From an optimization exercise on the open Yosys and OpenROAD flow, aimed at small area, a short achievable clock period and few clock cycles; shortcuts taken in it are not production practice.
The RTL was checked by simulation tests, not by an equivalence proof against the original design.

**flow/config.mk**
```make
export PLATFORM = sky130hd
export DESIGN_NAME = alu_cmd_responder
export DESIGN_NICKNAME = alu_cmd_responder
export VERILOG_FILES = /design/flow/design.v
export SDC_FILE = /design/flow/constraint.sdc
export NUM_CORES = 4
export LEC_CHECK = 0
export CAP_MARGIN = 20
export CORE_MARGIN = 2
export CORE_UTILIZATION = 60
export PLACE_DENSITY = 0.72
export SETUP_SLACK_MARGIN = 5
export SLEW_MARGIN = 20
```
**flow/constraint.sdc**
```tcl
create_clock -name core_clock -period 11.0 [get_ports {clk}]
set_input_delay 2.2000 -clock core_clock [delete_from_list [all_inputs] [get_ports {clk}]]
set_output_delay 2.2000 -clock core_clock [all_outputs]
set_load 0.01 [all_outputs]
```
**flow/design.v**
```verilog
module alu_cmd_responder #(
   parameter int WIDTH = 32
) (
   input  logic             clk,
   input  logic             rst,
   input  logic             cmd_valid,
   output logic             cmd_ready,
   input  logic [3:0]       cmd_op,
   input  logic [WIDTH-1:0] cmd_p,
   input  logic [WIDTH-1:0] cmd_q,
   output logic             rsp_valid,
   input  logic             rsp_ready,
   output logic [WIDTH-1:0] rsp_result,
   output logic [1:0]       rsp_error,
   output logic             busy
);
   localparam logic [3:0] OP_NOP = 4'b0000;
   localparam logic [3:0] OP_ADD = 4'b0001;
   localparam logic [3:0] OP_MUL = 4'b0010;
   localparam logic [3:0] OP_DIV = 4'b0011;
   localparam logic [3:0] OP_SUB = 4'b0100;
   localparam logic [3:0] OP_CLR = 4'b1100;
   localparam logic [3:0] OP_POW = 4'b1111;
   localparam logic [1:0] ERR_OK  = 2'b00;
   localparam logic [1:0] ERR_OVF = 2'b01;
   localparam logic [1:0] ERR_DIV = 2'b10;
   localparam logic [1:0] ERR_ILL = 2'b11;
   localparam logic [1:0] IMM_ACC  = 2'd0;
   localparam logic [1:0] IMM_ZERO = 2'd1;
   localparam logic [1:0] IMM_ONE  = 2'd2;
   localparam logic [1:0] IMM_P    = 2'd3;
   function automatic logic [31:0] sqInit(input logic [31:0] r);
      sqInit = {r[30:8], 1'b0, r[7:0]};
   endfunction
   function automatic logic [31:0] sqNext(input logic [31:0] x);
      sqNext = {x[23:17], 1'b0, x[16:9], 16'd0};
   endfunction
   logic        bsy;         
   logic        v1;          
   logic        kSub, kMul, kDiv, kPow, kImm;
   logic [1:0]  immSel;
   logic [1:0]  immErr;
   logic [31:0] P1;
   logic [31:0] acc;
   logic [1:0]  accErr;
   logic        rspV;
   logic [31:0] X;           
   logic [7:0]  D;           
   logic        xs;          
   logic        cin;         
   logic [31:0] S;           
   logic        ovf;
   logic [1:0]  k;           
   logic [4:0]  i;           
   logic        cf;          
   logic        powFirst;    
   logic        phSq;        
   logic [2:0]  nb;          
   logic [3:0]  qs;          
   logic        done;        
   logic        last;        
   logic        accept;
   logic        free;        
   logic        rdy;
   logic        pZero, pSmall, qBig;
   logic [4:0]  q5;
   logic        dAdd, dSub, dMul, dDiv, dPow, dImm;
   logic [1:0]  dSel, dErr;
   logic [2:0]  dNb;
   logic [3:0]  dQs;
   logic        dLast;
   assign free   = ~rspV | rsp_ready;
   assign rdy    = ~v1 | (last & free);
   assign accept = cmd_valid & rdy;
   assign pZero  = (cmd_p == 32'd0);
   assign pSmall = (cmd_p[31:8] == 24'd0);
   assign qBig   = |cmd_q[31:5];
   assign q5     = cmd_q[4:0];
   always_comb begin
      dAdd = 1'b0; dSub = 1'b0; dMul = 1'b0; dDiv = 1'b0; dPow = 1'b0; dImm = 1'b0;
      dSel = IMM_ACC; dErr = ERR_OK;
      case (cmd_op)
         OP_NOP: dImm = 1'b1;
         OP_ADD: dAdd = 1'b1;
         OP_SUB: dSub = 1'b1;
         OP_MUL: dMul = 1'b1;
         OP_DIV: begin
            if (pZero) begin dImm = 1'b1; dErr = ERR_DIV; end
            else dDiv = 1'b1;
         end
         OP_CLR: begin dImm = 1'b1; dSel = IMM_ZERO; end
         OP_POW: begin
            if (qBig) begin dImm = 1'b1; dErr = ERR_ILL; end
            else if (q5 == 5'd0) begin dImm = 1'b1; dSel = IMM_ONE; end
            else if (q5 == 5'd1) begin dImm = 1'b1; dSel = IMM_P; end
            else dPow = 1'b1;
         end
         default: begin dImm = 1'b1; dErr = ERR_ILL; end
      endcase
      if (q5[4])      begin dNb = 3'd4; dQs = q5[3:0]; end
      else if (q5[3]) begin dNb = 3'd3; dQs = {q5[2:0], 1'b0}; end
      else if (q5[2]) begin dNb = 3'd2; dQs = {q5[1:0], 2'b0}; end
      else            begin dNb = 3'd1; dQs = {q5[0], 3'b0}; end
      dLast = dImm | dAdd | dSub | (dMul & pSmall) | (dPow & (q5 == 5'd2) & pSmall);
   end
   logic        go;
   logic        sqMode;
   logic [31:0] src;
   logic [39:0] full;
   logic        mOvf;
   logic [3:0]  dnz;
   logic        restZero, restZero2;
   logic        mulDone;
   logic        finalMul;
   logic        nextSq;
   logic        borrow;
   logic [31:0] remIn;
   logic [32:0] tA, tB;
   logic        qA, qB;
   logic [31:0] remA, remB, quo2;
   logic        sk16, sk4;
   assign go = v1 & free;
   assign sqMode = kPow & phSq;
   assign src    = (sqMode & ~powFirst) ? acc : P1;
   assign full   = {8'd0, S} + X * D + {39'd0, cin};
   assign mOvf   = ovf | (|full[39:32]) | (xs & (|D));
   always_comb begin
      for (int j = 0; j < 4; j++) dnz[j] = |src[8*j +: 8];
      restZero  = ~|(dnz & (4'hE << k)) | (sqMode & (k == 2'd1));
      restZero2 = ~|(dnz & (4'hC << k)) | (sqMode & (k == 2'd0)) | (k == 2'd3);
   end
   assign mulDone  = restZero;
   assign finalMul = kMul | ((nb == 3'd1) & (~phSq | ~qs[3]));
   assign nextSq   = ~(phSq & qs[3]);
   assign borrow = ~full[32];
   assign remIn = cf ? 32'd0 : S;
   assign tA    = {remIn, acc[31]} - {1'b0, P1};
   assign qA    = ~tA[32];
   assign remA  = qA ? tA[31:0] : {remIn[30:0], acc[31]};
   assign tB    = {remA, acc[30]} - {1'b0, P1};
   assign qB    = ~tB[32];
   assign remB  = qB ? tB[31:0] : {remA[30:0], acc[30]};
   assign quo2  = {acc[29:0], qA, qB};
   assign sk16  = (i > 5'd8) & (remIn[31:16] == 16'd0) & ({remIn[15:0], acc[31:16]} < P1);
   assign sk4   = (i > 5'd2) & (remIn[31:28] == 4'd0) & ({remIn[27:0], acc[31:28]} < P1);
   logic        fin;
   logic [31:0] resVal;
   logic [1:0]  resErr;
   assign fin = go & last;
   always_comb begin
      resVal = acc;
      resErr = ERR_OK;
      if (done) begin
         resVal = acc;
         resErr = (kMul | kPow) ? {1'b0, ovf} : ERR_OK;
      end else if (kImm) begin
         case (immSel)
            IMM_ACC:  resVal = acc;
            IMM_ZERO: resVal = 32'd0;
            IMM_ONE:  resVal = 32'd1;
            default:  resVal = P1;
         endcase
         resErr = immErr;
      end else if (kSub) begin
         resVal = full[31:0];
         resErr = {1'b0, borrow};
      end else if (kDiv) begin
         resVal = quo2;
      end else begin
         resVal = full[31:0];
         resErr = {1'b0, mOvf};
      end
   end
   logic v1N, rspVN, lastN;
   logic [31:0] accN;
   assign v1N   = accept ? 1'b1 : (fin ? 1'b0 : v1);
   assign rspVN = fin | (rspV & ~rsp_ready);
   always_comb begin
      accN = acc;
      if (fin) accN = resVal;
      else if (go & ~done) begin
         if (kMul | kPow) begin
            if (mulDone) accN = full[31:0];
         end else if (kDiv) begin
            if (cf & borrow) accN = 32'd0;
            else if (sk16) accN = {acc[15:0], 16'd0};
            else if (sk4) accN = {acc[27:0], 4'd0};
            else accN = quo2;
         end
      end
   end
   always_comb begin
      lastN = last;
      if (accept) lastN = dLast;
      else if (go & ~fin) begin
         if (kMul | kPow) begin
            lastN = finalMul & restZero2;
            if (mulDone) begin
               if (finalMul) lastN = 1'b1;
               else if (~nextSq) lastN = (nb == 3'd1) & (P1[31:8] == 24'd0);
               else lastN = 1'b0;
            end
         end else begin
            if (cf & borrow) lastN = 1'b1;
            else if (sk16) lastN = (i == 5'd9);
            else if (sk4) lastN = (i == 5'd3);
            else lastN = (i == 5'd2);
         end
      end
   end
   always_ff @(posedge clk or posedge rst) begin
      if (rst) begin
         bsy     <= 1'b0;
         v1      <= 1'b0;
         rspV    <= 1'b0;
         acc     <= 32'd0;
      end else begin
         bsy     <= v1N | rspVN;
         v1      <= v1N;
         rspV    <= rspVN;
         acc     <= accN;
      end
   end
   always_ff @(posedge clk) begin
      if (fin) accErr <= resErr;
   end
   always_ff @(posedge clk) begin
      if (rdy) begin
         P1     <= cmd_p;
         kSub   <= dSub;
         kMul   <= dMul;
         kDiv   <= dDiv;
         kPow   <= dPow;
         kImm   <= dImm;
         immSel <= dSel;
         immErr <= dErr;
      end
   end
   always_ff @(posedge clk) begin
      last <= lastN;
      if (accept) begin
         cf       <= 1'b1;
         k        <= 2'd0;
         i        <= 5'd16;
         done     <= 1'b0;
         powFirst <= 1'b1;
         phSq     <= 1'b1;
         nb       <= dNb;
         qs       <= dQs;
         xs       <= 1'b0;
         cin      <= dSub | dDiv;
         if (dAdd) S <= cmd_p;
         else if (dSub | dDiv) S <= ~cmd_p;
         else S <= 32'd0;
         if (dAdd | dSub | dDiv) D <= 8'd1;
         else D <= cmd_p[7:0];
         if (dPow) begin
            X   <= sqInit(cmd_p);
            ovf <= |cmd_p[31:16];
         end else begin
            X   <= accN;
            ovf <= 1'b0;
         end
      end else if (go & ~fin) begin
         cf <= 1'b0;
         if (kMul | kPow) begin
            ovf <= mOvf;
            if (~mulDone) begin
               S  <= full[31:0];
               X  <= sqMode ? sqNext(X) : {X[23:0], 8'd0};
               xs <= xs | (~sqMode & (|X[31:24]));
               D  <= src[8*(k+1) +: 8];
               k  <= k + 2'd1;
            end else begin
               S        <= 32'd0;
               xs       <= 1'b0;
               k        <= 2'd0;
               powFirst <= 1'b0;
               if (finalMul) begin
                  done <= 1'b1;
               end else if (~nextSq) begin
                  phSq <= 1'b0;
                  X    <= full[31:0];
                  D    <= P1[7:0];
               end else begin
                  phSq <= 1'b1;
                  nb   <= nb - 3'd1;
                  qs   <= {qs[2:0], 1'b0};
                  X    <= sqInit(full[31:0]);
                  D    <= full[7:0];
                  ovf  <= mOvf | (|full[31:16]);
               end
            end
         end else begin
            if (cf & borrow) begin
               done <= 1'b1;
            end else if (sk16) begin
               S <= {remIn[15:0], acc[31:16]};
               i <= i - 5'd8;
            end else if (sk4) begin
               S <= {remIn[27:0], acc[31:28]};
               i <= i - 5'd2;
            end else begin
               S <= remB;
               i <= i - 5'd1;
            end
         end
      end
   end
   assign cmd_ready  = rdy;
   assign busy       = bsy;
   assign rsp_valid  = rspV;
   assign rsp_result = acc;
   assign rsp_error  = accErr;
endmodule
```
**flow/run.sh**
```bash
#!/bin/bash
# synth_recipe.tcl (not shown) runs the flow's synth.tcl, then flattens the netlist and writes it again
# the make line also repeats each setting of config.mk as NAME=value (left out here)
make -C /OpenROAD-flow-scripts/flow DESIGN_CONFIG=/design/flow/config.mk WORK_HOME=/design/flow/orfs CLKGATE_MAP_FILE= SYNTH_SCRIPT=/design/flow/synth_recipe.tcl finish
```
==> results of run 1 <==
## routing by layer
layer	overflow	GRT usage, %
met4	7	73.4
met5	0	59.1
met2	3	91.0
met3	0	71.9
met1	0	81.2
## synth_stat cells, types with 22 or more instances
cell type / instances
a221o_1: 33
nand3_1: 58
nor2b_1: 22
mux2i_1: 58
and2_1: 201
o21a_1: 30
nor4_1: 40
a211oi_1: 53
nand2_1: 342
xor2_1: 44
nor3_1: 68
inv_1: 349
nor2_1: 187
a221oi_1: 36
o21ai_0: 190
fa_1: 215
o211ai_1: 42
dfrtp_1: 35
o31ai_1: 29
a21o_1: 55
nand4_1: 23
a22oi_1: 25
xnor2_1: 60
edfxtp_1: 125
clkbuf_1: 144
and3_1: 29
a21oi_1: 210
a31oi_1: 28
ha_1: 195
## stage by stage
| step | cells | utilization, % | hold slack (ns) |
|---|---|---|---|
| floorplan | 3284 | - | 0.445 |
| global placement | 3889 | 65.1 | 0.457 |
| detailed placement | 3891 | 65.1 | 0.482 |
| CTS | 4093 | 74.2 | 0.492 |
## timing repair
item | 4_1_cts
pin swaps | 142
cloned | 15
setup buffers | 155
setup endpoints to repair | 138
resized for setup | 359
## worst max-delay path by stage
| stage | startpoint | end | slack, ns |
|---|---|---|---|
| floorplan | cf | S[3] | 5.01 |
| global placement | cf | S[14] | 3.10 |
| CTS | D[2] | X[16] | 4.94 |
| detailed placement | cf | S[3] | 2.90 |
## cells by family after synthesis
group / after synthesis / synth area share [%]
and+or+nand+nor: 1063 / 19.5
xor gates and xnor gates: 106 / 3.53
buffers and inverters: 528 / 7.48
adders and majority gates: 410 / 25.0
DFF: 172 / 18.0
muxes: 75 / 3.19
AOI/OAI and AO/OA: 930 / 23.3
==> notes.md, run 1 <==
Failed at=global routing; DP HPWL=97500 microns; initial core utilization=61.0%; Place WS=a little under 3 ns; Rows=77; cells after synthesis=3284; Post-synth EDFFs=between 100 and 150; #FFs+latches synth=172; tool error=[ERROR GRT-0232] Routing congestion too high. Check the congestion heatmap in the GUI.; top cell type's share of synthesized area=15.9%; Port-buffer cells=between 100 and 150; Synth area leader=fa_1; GRT Total Usage=between 80% and 90%; # IOs=~110; Overflow after GRT=10; Syn Nets=around 3800; Die W=around 220 microns; cts bufs inserted=17; Syn Area/Cell=8.23 sq um; outcome=did not finish; main flop type after synthesis=edfxtp_1; placed standard-cell area=around 29000 sq um; clock sink total=approximately 170; CTS Hold Bufs=0; top post-synthesis cells by area=fa_1, edfxtp_1, ha_1; CTS root buffer=clkbuf_16; Ys Warns=1; synthesized area=27000 sq um; gpl congestion=around 1.1; sequential area share after synthesis=between 15 and 20%; Netlist cell types=101; Post-synth ARST share=between 20% and 30%; Max H-tree Level=4; Die Span Y=approximately 220 microns; clk buf depth=2; pin count of the biggest net entering global routing=approximately 60
Testbench counts, summed over its fixed seeds: cycles 9,043.
==> inputs of run 2 (changes only) <==
--- a/flow/config.mk
+++ b/flow/config.mk
@@ -7,7 +7,7 @@
 export LEC_CHECK = 0
 export CAP_MARGIN = 20
 export CORE_MARGIN = 2
-export CORE_UTILIZATION = 60
-export PLACE_DENSITY = 0.72
+export CORE_UTILIZATION = 45
+export PLACE_DENSITY = 0.62
 export SETUP_SLACK_MARGIN = 5
 export SLEW_MARGIN = 20
==> notes.md, run 2 <==
outcome=no timing/DRC/antenna violations; FF/Latch Area=approximately 5000 sq um; vias per inst=~6.8; clock sink total=172 (unchanged); Rows=89 (+16%); fmax=between 0.15 and 0.2 GHz; hold path cells=2; later-pin clock latency in the skew report=about 0.50 ns; Die W=249 microns (+15%); Synth top cells by count=inv_1, nand2_1, fa_1; CP peak stage delay=slightly below 0.6 ns; initial core utilization=45.6% (-15 points); family with the most delay on the worst path=compound AO/OA/AOI/OAI gates; # IOs=109 (unchanged); Worst Min Path Start=powFirst; crit path buf inv count=4; skew final=around 0.019 ns; Post-synth EDFFs=125 (unchanged); sequential area share after synthesis=18.0% (unchanged); via count=around 30000; Synth area leader=fa_1; Syn Nets=3766 (unchanged); worst-margin pin slew=around 1.3 ns; Final Hold Fails=0; fin nets=4071; R2R setup slack=between 4 and 5 ns; critical path class=flip-flop to flip-flop; worst hold path endpoint=powFirst; RSZ-0062 raised after global routing=true; top cell type's share of synthesized area=15.9% (unchanged); area taken by multi-input logic gates=approximately 22000 sq um; critical path launch point type=flip-flop; synthesized area=27000 sq um (unchanged); WL/cell=roughly 33 microns; GRT Total Usage=between 40% and 50%; critical path data required time=11.18 ns; commonest non-fill, non-tap cell in the layout=nand2_1; gpl congestion=1.08 (-4.6%); cells after synthesis=3284 (unchanged); Sum Neg Setup Slack=0 ns; DR DRC count=0; Area Overhead vs Synth=29.0%; CORE AREA=~59000 sq um; initial antenna violation count=7; Layout fillers=approximately 5200; Max H-tree Level=4 (unchanged); reg2reg start=cf; initial drt markers=roughly 4300; Max-slew headroom=15.8%; Pre-Repair DR Iteration Count=8; Ys Warns=1 (unchanged); Syn Area/Cell=8.23 sq um (unchanged); clk buf depth=2 (unchanged); #FFs+latches synth=172 (unchanged); Die Span Y=249 microns (+15%); DP HPWL=103000 microns (+5.8%); DIE AREA=62000 sq um; Max Slew Vio Count=0; post-route ant nets=0; Port-buffer cells=108 (unchanged); Fin Hold WS=between 0.4 and 0.5 ns; Setup violations, final=0; Post-synth ARST share=20.3% (unchanged); CP endpoint kind=flip-flop; Post-Route WL=between 100000 and 150000 microns; Overflow after GRT=0; pin count of the biggest net entering global routing=between 40 and 50; CP Cell Sequence=bufbuf_16, nor2_4, ha_2, a21o_1, or4_1, nand3_1, o21a_1, o21ai_1, a2111oi_0, a31oi_1, a41o_2, ha_1, a21oi_1, nand2_1, o311a_4, a221oi_4, buf_6, xor2_4, buf_12, buf_12, mux2i_2, a31oi_1; top post-synthesis cells by area=fa_1, edfxtp_1, ha_1; Netlist cell types=101 (unchanged); Slowest cell on crit path=a2111oi_0; min cycle time layout=6.29 ns; max-cap violations=0; Reg2Reg Depth=22; final worst-path cycle share=a little under three fifths; cts bufs inserted=17 (unchanged); class of the tightest hold or removal check=flip-flop to flip-flop; arrival time of the worst setup path=around 6.5 ns; main flop type after synthesis=edfxtp_1; R2R Path End=S[2]; vias in the first global route=~28000; share of cells above drive strength 1=between 20% and 30%; most frequent cells in the layout=nand2_1, inv_1, buf_4; Critical Path Fanout Max=10; global-route wire length before repair=roughly 200000 microns; clock-pin transition on the worst setup and hold timing paths=~0.09 ns; CTS Hold Bufs=0 (unchanged); most frequent cell after synthesis=inv_1; CTS root buffer=clkbuf_16; CTS tree=built
[run 2: cell counts after synthesis]
No cell type changed its count.
[run 2: timing repair]
action                     CTS  global route
cloned                      16             7
setup endpoints to repair  138           113
buffers inserted           152            96
pin swaps                   84           101
resized for setup          314           243
[run 2: how the worst max path moves through the flow]
stage                     startpoint     to  cells after the start
after global placement            cf   S[3]                     21
after floorplan                   cf   S[3]                     25
after CTS                         cf  S[12]                     26
final                             cf   S[2]                     22
after global routing            D[6]  X[16]                     23
after detailed placement          cf   S[2]                     21
[run 2: area by class of cell]
class | instances | share of cell area (%)
flip-flops and latches | 172 | 14.0
inverters | 353 | 4.00
diodes | 2 | 0.0144
clock inverters | 15 | 0.603
clock buffers | 17 | 1.22
repair buffers | 459 | 13.3
well taps | 773 | 2.77
multi-input cells | 2586 | 64.2
[run 2: cells by family after synthesis]
kind of cell,share of synthesized area (%)
AND/OR/NAND/NOR,19.5
AO/OA/AOI/OAI,23.3
buffers and inverters,7.48
adder cells (fa/ha/maj),25.0
flip-flops,18.0
XOR/XNOR,3.53
multiplexers,3.19
[run 2: worst register-to-register path, cell delays in order (launching register included)]
cell and delay [ns]:
dfxtp_4 0.40, bufbuf_16 0.31, nor2_4 0.19, ha_2 0.34, a21o_1 0.23, or4_1 0.47
nand3_1 0.21, o21a_1 0.14, o21ai_1 0.28, a2111oi_0 0.59, a31oi_1 0.08, a41o_2 0.31
ha_1 0.37, a21oi_1 0.23, nand2_1 0.10, o311a_4 0.40, a221oi_4 0.28, buf_6 0.16
xor2_4 0.22, buf_12 0.15, buf_12 0.14, mux2i_2 0.26, a31oi_1 0.12
[run 2: through the flow]
step | worst slack (ns) | instance area [sq um] | instances | util (%)
finish | 4.71 | 34900 | 4377 | 58.8
floorplan | 5.01 | 27100 | 3284 | -
global placement | 3.10 | 29100 | 4071 | 49.1
detailed placement | 2.94 | 29100 | 4071 | 49.1
CTS | 4.89 | 32900 | 4271 | 55.5
global route | 4.64 | 34900 | 4375 | 58.8
[run 2: per-layer routing]
layer	GRT usage, %	wire length, microns	vias up
li1	-	-	12300
met1	55.9	53400	14600
met2	65.1	59800	2325
met3	14.6	19200	663
met4	27.7	12200	6
met5	0	56	-

-- separate check: timing with driven ports --
In the flow no input, the clock included, has a driving cell. The finished layout below was timed again as built, in two steps.
Step 1 assumes that a clkbuf_16 drives the clock port and a buf_2 every other input.
Step 2 also shifts input and output timing later by t, the mid clock arrival at the registers, as if the neighbouring blocks saw the same clock.
a / b / c = ideal ports / drivers / drivers and shift; a / b = the first two.
run: run 2
shift t [ns]: 0.554
setup WS [ns]: 4.707 / 4.707 / 4.370
cell pins on the clock port's net: 1
After both steps setup and hold are still met in run 2. For run 2, drivers alone change the setup slack by 0.000 ns; drivers and shift together by -0.337 ns.
